This design comes from an exercise in tuning for small area on the open sky130 flow, not from production work. The RTL was checked by simulation tests, not by an equivalence proof against the original design. Power is estimated from default activity; no workload was simulated.

== job 6198 ==
==> flow/design.v (excerpt) <==
module branch_predictor (
  input  wire logic        CLK,
  input  wire logic        RST,
  input  logic [31:0]      pc,
  output logic             hit,
  output logic             pred_taken,
  output logic [31:0]      pred_target,
  input  wire logic        upd_en,
  input  logic [31:0]      upd_pc,
  input  wire logic        upd_taken,
  input  logic [31:0]      upd_target,
  input  wire logic        flush_tbl,
  output logic             mispredict,
  output logic [31:0]      upd_cnt,
  output logic [31:0]      miss_cnt
);
  logic [15:0] r_valid;
  logic [25:0] r_tag [16];
  logic [29:0] r_tgt [16];
  logic [1:0]  r_ctr [16];
  logic [31:0] r_upd_cnt;
  logic [31:0] r_miss_cnt;
  logic [15:0] c_tag  [26];
  logic [15:0] c_tgt  [30];
  logic [15:0] c_ctr  [2];
  always_comb begin
    for (int i = 0; i < 16; i++) begin
      for (int k = 0; k < 26; k++) c_tag[k][i] = r_tag[i][k];
      for (int k = 0; k < 30; k++) c_tgt[k][i] = r_tgt[i][k];
      for (int k = 0; k < 2;  k++) c_ctr[k][i] = r_ctr[i][k];
    end
  end
  logic [15:0] l_sel;
  logic        l_valid_n, l_dir_n;
  logic [25:0] l_tag_n;
  logic [29:0] l_tgt_n;
  ...
Size: roughly 200 I/O pins, ~41,000 sq um of cells after synthesis.
export LEC_CHECK = 0
export CAP_MARGIN = 0
export CORE_MARGIN = 2
export CORE_UTILIZATION = 55
export CTS_CLUSTER_DIAMETER = 80
export CTS_CLUSTER_SIZE = 30
export SETUP_SLACK_MARGIN = 0.1
export SLEW_MARGIN = 0
export SYNTH_HIERARCHICAL = 1
create_clock -name core_clock -period 8.0 [get_ports {CLK}]
standard.sh (not shown) runs the stock make flow with config.mk's settings and CLKGATE_MAP_FILE= SYNTH_SCRIPT=/design/flow/synth_recipe.tcl, a recipe that flattens the netlist after the stock synthesis.
==> flow/flow/run.sh <==
#!/bin/bash
# Standard layout, with the port buffers made from the smallest plain buffer
# instead of the delay buffer the default choice picks.
set -euo pipefail
export BUFFER_PORTS_ARGS="-buffer_cell sky130_fd_sc_hd__buf_1"
bash standard.sh > standard.log 2>&1
Job 6198 has completed all stages; timing, DRC and antenna checks passed.
The inputs of job 2589 differ from those of job 6198 as listed below.
- SETUP_SLACK_MARGIN now 0.3, was 0.1
==> flow/flow/run.sh <==
#!/bin/bash
# Standard layout, with two changes: the port buffers are made from the
# smallest plain buffer instead of the delay buffer the default choice picks,
# and after global routing's repair the paths with spare slack are sized down.
set -euo pipefail
export BUFFER_PORTS_ARGS="-buffer_cell sky130_fd_sc_hd__buf_1"
export RECOVER_POWER=100
bash standard.sh > standard.log 2>&1
==> comparison <==
- Finished, but not clean: job 2589, with max-capacitance violations, max-slew violations, negative setup slack.
- Delta (job 2589 minus job 6198): total routing resource utilization after global routing saw a decrease; final net count shows no meaningful change; sequential share of layout area has increased.
- Compared with job 6198, job 2589 shows a lower setup slack.
- Side by side, number of inserted filler cells in the final layout turned out higher in job 2589 than in job 6198.
- Comparing job 2589 and job 6198, the higher post-route total power is on job 6198.
- The end point of the critical path comes out pred_target[8] in one run and r_tgt[2][23] in the other, namely in job 6198 and job 2589 respectively.
- From job 6198 to job 2589 the numbers moved as follows: fraction of power consumed by combinational cells higher, logic depth of the worst setup path including buffers shrank by 8, required time of the worst setup path rose by 2.16 ns, final critical delay including setup and external delays up 0.39 ns, share of total power in the clock network now smaller.
What job 2721 does differently from job 2589 at the input level:
==> flow/flow/run.sh <==
#!/bin/bash
# Standard layout, with the port buffers made from the smallest plain buffer
# instead of the delay buffer the default choice picks.
set -euo pipefail
export BUFFER_PORTS_ARGS="-buffer_cell sky130_fd_sc_hd__buf_1"
bash standard.sh > standard.log 2>&1
--- outcome ---
Job 2721 ended with every stage complete and zero timing, DRC or antenna violations.
[diff] post-route cell area, job 2721 relative to job 2589: regression
Cmp job 2721 and job 2589 / sequential share of layout area / higher: job 2589
Job 2589 → job 2721: area after synthesis flat, clock period minus worst slack lost 0.70 ns, routed wire length ~0 delta, power share of the combinational group did not really move, routed length on met2 saw little to no change.
On job 2721: final worst slack is 0.70 ns higher than what job 2589 gave.
Re number of buffers inserted by hold repair at cts: no difference whatsoever between job 2589 and job 2721.
[inputs] job 2002 vs job 2721
- a change of CORE_UTILIZATION from 55 to 60
==> summary.txt <==
Half-perimeter wire length of the detailed placement result: job 2002 vs job 2721 down 1.0%
In job 2002, the non-clock buffer count came out 10 below the value in job 2721.
Transition time at the pin with the least slew margin, job 2721 and job 2002: larger value in job 2002
Against job 2721, job 2002 reports a largest fanout on the critical path that is higher.
Compared to job 2721, job 2002 leaves less free space in the core.
Job 2721 → job 2002: horizontal extent of the die fell 4.2%, initial antenna violation count now smaller, share of layout cells above drive strength 1 ~0 delta.
Input-level comparison between job 6244 and job 2002:
- swapping 60 for 50 in CORE_UTILIZATION
- putting PLACE_DENSITY at 0.68 where nothing was set
==> summary.txt <==
The final reports for job 6244 and job 2002 show growth of design area from synthesis to finish higher in the former.
When job 6244 is set beside job 2002, its final critical-path share of the clock period turns out to be 2.2 points smaller.
Re via count: job 6244 and job 2002 aren't equal, and the lower value belongs to job 6244.
Taking job 2002 as the reference point, the clock skew of job 6244 rises by 0.011 ns.
Across both runs, global-route usage over all layers was lower for job 6244 than for job 2002.
Met2 track utilization from global routing: job 6244 < job 2002
Going from job 2002 to job 6244, non-filler instance count after layout grows by 203.
For job 6244, the library cell contributing the largest single delay on the critical path was sky130_fd_sc_hd__nor4_1, unlike job 2002, where it was sky130_fd_sc_hd__and2_4.
| power | job 6244 vs job 2002 | better |
What job 5216 does differently from job 6244 at the input level:
- a change of CTS_CLUSTER_SIZE from 30 to 36
- a change of CTS_CLUSTER_DIAMETER from 80 to 70
- a change of CORE_UTILIZATION from 50 to 55
- a deleted PLACE_DENSITY that had been 0.68
Findings:
- Between job 6244 and job 5216, the combined area of the multi-input logic cells figures differ only marginally.
- The switching power reported for job 5216 is greater than that of job 6244 by 200 uW.
- Between job 6244 and job 5216, critical path depth in cells decreased.
- Job 5216 leaves less setup margin than job 6244.
- Between job 6244 and job 5216, fraction of power consumed by the clock network is lower for job 6244, job 5216 comes in above that.
- Final antenna diode count up 3 in job 5216 wrt job 6244
- ~same fraction of area in registers in job 6244 and job 5216
- Job 5216 ended with every stage complete and zero timing, DRC or antenna violations.
- Final HPWL from detailed placement (job 5216 over job 6244): increase, 1.2%
- Diff job 6244 and job 5216: combinational share of power higher in job 6244
- In the tables for job 6244 and job 5216, die width reads lower with job 5216.

## what the ideal ports hide
In the flow no input, the clock included, has a driving cell. The finished layouts below were timed again as built, in two steps.
Step 1: set_driving_cell puts a clkbuf_16 on CLK and a buf_2 on each other input, an assumption about the parent block.
Step 2 also shifts input and output timing later by t, the mid clock arrival at the registers, as if the neighbouring blocks saw the same clock.
a / b / c = ideal ports / drivers / drivers and shift; a / b = the first two.
run | shift t [ns] | slack for setup (ns) | worst setup path after step 2
job 6198 | 0.756 | 0.132 / 0.106 / 0.106 | input to output
job 2589 | 0.722 | -0.257 / -0.283 / -1.005 | input to register
job 2721 | 0.724 | 0.447 / 0.321 / 0.321 | input to output
job 2002 | 0.722 | 0.302 / 0.268 / 0.268 | input to output
job 6244 | 0.724 | 0.476 / 0.366 / 0.366 | input to output
job 5216 | 0.739 | 0.403 / 0.300 / 0.300 | input to output
The setup slack of job 2589, which loses most, moves by -0.026 ns with the drivers and by -0.748 ns with both steps.
